This design comes from an exercise in tuning for small area, a short achievable clock period and few clock cycles per item on the open sky130 flow, not from production work.
Power is estimated from default activity; no workload was simulated.

==> flow/design.v <==
package cache_pkg;
  localparam int ADDR_BITS = 32;           
  localparam int DATA_BITS = 32;           
  localparam int NUM_SETS  = 8;
  localparam int NUM_WAYS  = 2;
  localparam int INDEX_LSB = 2;            
  localparam int TAG_LSB   = 5;            
  localparam int INDEX_BITS = TAG_LSB - INDEX_LSB;
  localparam int TAG_BITS   = ADDR_BITS - TAG_LSB;
  typedef logic [ADDR_BITS-1:0]  addr_t;
  typedef logic [DATA_BITS-1:0]  data_t;
  typedef logic [TAG_BITS-1:0]   tag_t;
  typedef logic [INDEX_BITS-1:0] index_t;
  typedef logic [1:0]            req_type_t;
  typedef logic                  way_t;    
  localparam req_type_t REQ_READ  = 2'd0;
  localparam req_type_t REQ_WRITE = 2'd1;
  localparam req_type_t REQ_INIT  = 2'd2;   
endpackage
`timescale 1ns/1ps
module cache_top (
  input  logic                 clk,
  input  logic                 reset,
  input  logic                 proc_req,
  input  cache_pkg::req_type_t proc_type,
  input  cache_pkg::addr_t     proc_addr,
  input  cache_pkg::data_t     proc_wdata,
  output cache_pkg::data_t     proc_rdata,
  output logic                 proc_hit,
  output logic                 proc_ack,
  output logic                 mem_req,
  output logic                 mem_we,
  output cache_pkg::addr_t     mem_addr,
  output cache_pkg::data_t     mem_wdata,
  input  cache_pkg::data_t     mem_rdata,
  input  logic                 mem_ack
);
  localparam int S = cache_pkg::NUM_SETS;
  typedef enum logic [2:0] {
    s_idle, s_evict, s_evict_release, s_refill, s_ack
  } state_t;
  cache_pkg::tag_t  tags0 [S];
  cache_pkg::tag_t  tags1 [S];
  cache_pkg::data_t words0 [S];
  cache_pkg::data_t words1 [S];
  logic [S-1:0]     valid0, valid1, dirty0, dirty1;
  logic [S-1:0]     lru;           
  state_t            state;
  cache_pkg::data_t  res;          
  logic [29:0]       maddr;        
  logic              way_q;        
  logic              commit;       
  logic              dirty_we_q;
  logic              dirty_val_q;
  logic              tag_we_q;     
  cache_pkg::index_t idx;
  cache_pkg::tag_t   ptag;
  logic is_read, is_write, is_init;
  logic m0, m1, hit, hit_way, victim, vdirty, sel_way;
  cache_pkg::tag_t  t0, t1, vtag;
  cache_pkg::data_t w0, w1, hit_word, vword;
  assign idx      = proc_addr[4:2];
  assign ptag     = proc_addr[31:5];
  assign is_read  = (proc_type == cache_pkg::REQ_READ);
  assign is_write = (proc_type == cache_pkg::REQ_WRITE);
  assign is_init  = proc_type[1];
  assign t0 = tags0[idx];
  assign t1 = tags1[idx];
  assign w0 = words0[idx];
  assign w1 = words1[idx];
  assign m0      = valid0[idx] && (t0 == ptag);
  assign m1      = valid1[idx] && (t1 == ptag);
  assign hit     = m0 | m1;
  assign hit_way = ~m0;                      
  assign victim  = lru[idx];
  assign vdirty  = victim ? (valid1[idx] & dirty1[idx]) : (valid0[idx] & dirty0[idx]);
  assign vtag    = victim ? t1 : t0;
  assign vword   = victim ? w1 : w0;
  assign hit_word = m0 ? w0 : w1;
  assign sel_way = hit ? hit_way : victim;
  logic evict;
  assign evict     = ~is_init & vdirty;
  cache_pkg::data_t res0, res1, resv;
  assign res0 = is_read ? w0 : proc_wdata;
  assign res1 = is_read ? w1 : proc_wdata;
  assign resv = is_init ? proc_wdata : vword;
  always_ff @(posedge clk) begin
    case (state)
      s_idle: begin
        res   <= m1 ? res1 : (m0 ? res0 : resv);
        maddr <= {evict ? vtag : ptag, idx};
      end
      s_evict_release: maddr <= {ptag, idx};
      s_refill:        res   <= is_write ? proc_wdata : mem_rdata;
      default: ;
    endcase
  end
  always_ff @(posedge clk) begin
    commit <= 1'b0;
    if (reset) begin
      state    <= s_idle;
      proc_ack <= 1'b0;
      proc_hit <= 1'b0;
      mem_req  <= 1'b0;
    end else begin
      case (state)
        s_idle: if (proc_req) begin
          dirty_val_q <= is_write;
          dirty_we_q  <= ~(is_read & hit);
          way_q       <= sel_way;
          tag_we_q    <= is_init | ~hit;
          if (hit || is_init) begin
            proc_hit <= hit & ~is_init;
            proc_ack <= 1'b1;
            commit   <= 1'b1;
            state    <= s_ack;
          end else if (!mem_ack) begin
            mem_req <= 1'b1;
            mem_we  <= vdirty;
            state   <= vdirty ? s_evict : s_refill;
          end
        end
        s_evict: if (mem_ack) begin
          mem_req <= 1'b0;
          state   <= s_evict_release;
        end
        s_evict_release: if (!mem_ack) begin
          mem_req <= 1'b1;
          mem_we  <= 1'b0;
          state   <= s_refill;
        end
        s_refill: if (mem_ack) begin
          mem_req  <= 1'b0;
          proc_hit <= 1'b0;
          proc_ack <= 1'b1;
          commit   <= 1'b1;
          state    <= s_ack;
        end
        s_ack: if (!proc_req) begin
          proc_ack <= 1'b0;
          state    <= s_idle;
        end
        default: state <= s_idle;
      endcase
    end
  end
  cache_pkg::index_t cidx;
  assign cidx = maddr[2:0];
  always_ff @(posedge clk) begin
    if (commit) begin
      if (way_q) begin
        if (tag_we_q) tags1[cidx] <= maddr[29:3];
        words1[cidx] <= res;
      end else begin
        if (tag_we_q) tags0[cidx] <= maddr[29:3];
        words0[cidx] <= res;
      end
    end
  end
  always_ff @(posedge clk) begin
    if (reset) begin
      valid0 <= '0;
      valid1 <= '0;
      dirty0 <= '0;
      dirty1 <= '0;
      lru    <= '0;
    end else if (commit) begin
      lru[cidx] <= ~way_q;
      if (way_q) begin
        valid1[cidx] <= 1'b1;
        if (dirty_we_q) dirty1[cidx] <= dirty_val_q;
      end else begin
        valid0[cidx] <= 1'b1;
        if (dirty_we_q) dirty0[cidx] <= dirty_val_q;
      end
    end
  end
  assign proc_rdata = res;
  assign mem_wdata  = res;
  assign mem_addr   = {maddr, 2'b00};
endmodule
clock: 8.0 ns
lec_check: 0
abc_clock_period_in_ps: 3000
cap_margin: 20
core_margin: 2
core_utilization: 40
setup_slack_margin: 4.5
slew_margin: 20
run.sh (not shown) runs the stock make flow with config.mk's settings and CLKGATE_MAP_FILE= SYNTH_SCRIPT=/design/flow/synth_recipe.tcl, a recipe that flattens the netlist after the stock synthesis.
Rerun with:
--- a/flow/design.v
+++ b/flow/design.v
@@ -53,5 +53,4 @@
   logic              dirty_we_q;
   logic              dirty_val_q;
-  logic              tag_we_q;     
   cache_pkg::index_t idx;
   cache_pkg::tag_t   ptag;
@@ -80,5 +79,5 @@
   assign sel_way = hit ? hit_way : victim;
   logic evict;
-  assign evict     = ~is_init & vdirty;
+  assign evict     = ~hit & ~is_init & vdirty;
   cache_pkg::data_t res0, res1, resv;
   assign res0 = is_read ? w0 : proc_wdata;
@@ -109,5 +108,4 @@
           dirty_we_q  <= ~(is_read & hit);
           way_q       <= sel_way;
-          tag_we_q    <= is_init | ~hit;
           if (hit || is_init) begin
             proc_hit <= hit & ~is_init;
@@ -150,8 +148,8 @@
     if (commit) begin
       if (way_q) begin
-        if (tag_we_q) tags1[cidx] <= maddr[29:3];
+        tags1[cidx]  <= maddr[29:3];
         words1[cidx] <= res;
       end else begin
-        if (tag_we_q) tags0[cidx] <= maddr[29:3];
+        tags0[cidx]  <= maddr[29:3];
         words0[cidx] <= res;
       end
Result: Cell count climbs by 3.1%. Total power climbs by 9.7%. Count of clock-buffer cells in the layout drops by 11. First-iteration DRC count climbs by about 17%. Via count climbs by about 1.5%. Fmax climbs by 3.2%. Setup slack improves by 0.14 ns. Die area climbs by 0.35%. Synthesized cell count barely changes. Wire length climbs by 2.5%.
Function was not checked in any run of this note: the RTL went through the layout flow alone.

[what the ideal ports hide]
No port has a modelled driver above. Below, the same layouts with a new extraction and two added sets of constraints.
Step 1: set_driving_cell puts a clkbuf_16 on clk and a buf_2 on each other input, an assumption about the parent block.
Step 2 adds t to the input delays and takes it off the output delays; t is the mean of the earliest and latest rising clock arrival at the registers after step 1. Input paths then give back, and output paths get back, about the clock's delay inside the block.
Slacks: ideal ports / drivers / drivers and shift; pairs: ideal ports / drivers.
run | t, ns | setup WS [ns] | clock arrival spread, ns | slew at the worst register clock pin (ns) | worst data-port slew with drivers (ns)
the first run | 0.766 | 3.554 / 3.304 / 2.538 | 0.070 / 0.070 | 0.07 / 0.07 | 0.46
the second run | 0.764 | 3.691 / 3.316 / 2.552 | 0.038 / 0.038 | 0.07 / 0.07 | 0.52
After both steps every run listed still meets setup and hold. For the second run, which loses most, drivers alone change the setup slack by -0.375 ns; drivers and shift together by -1.139 ns.
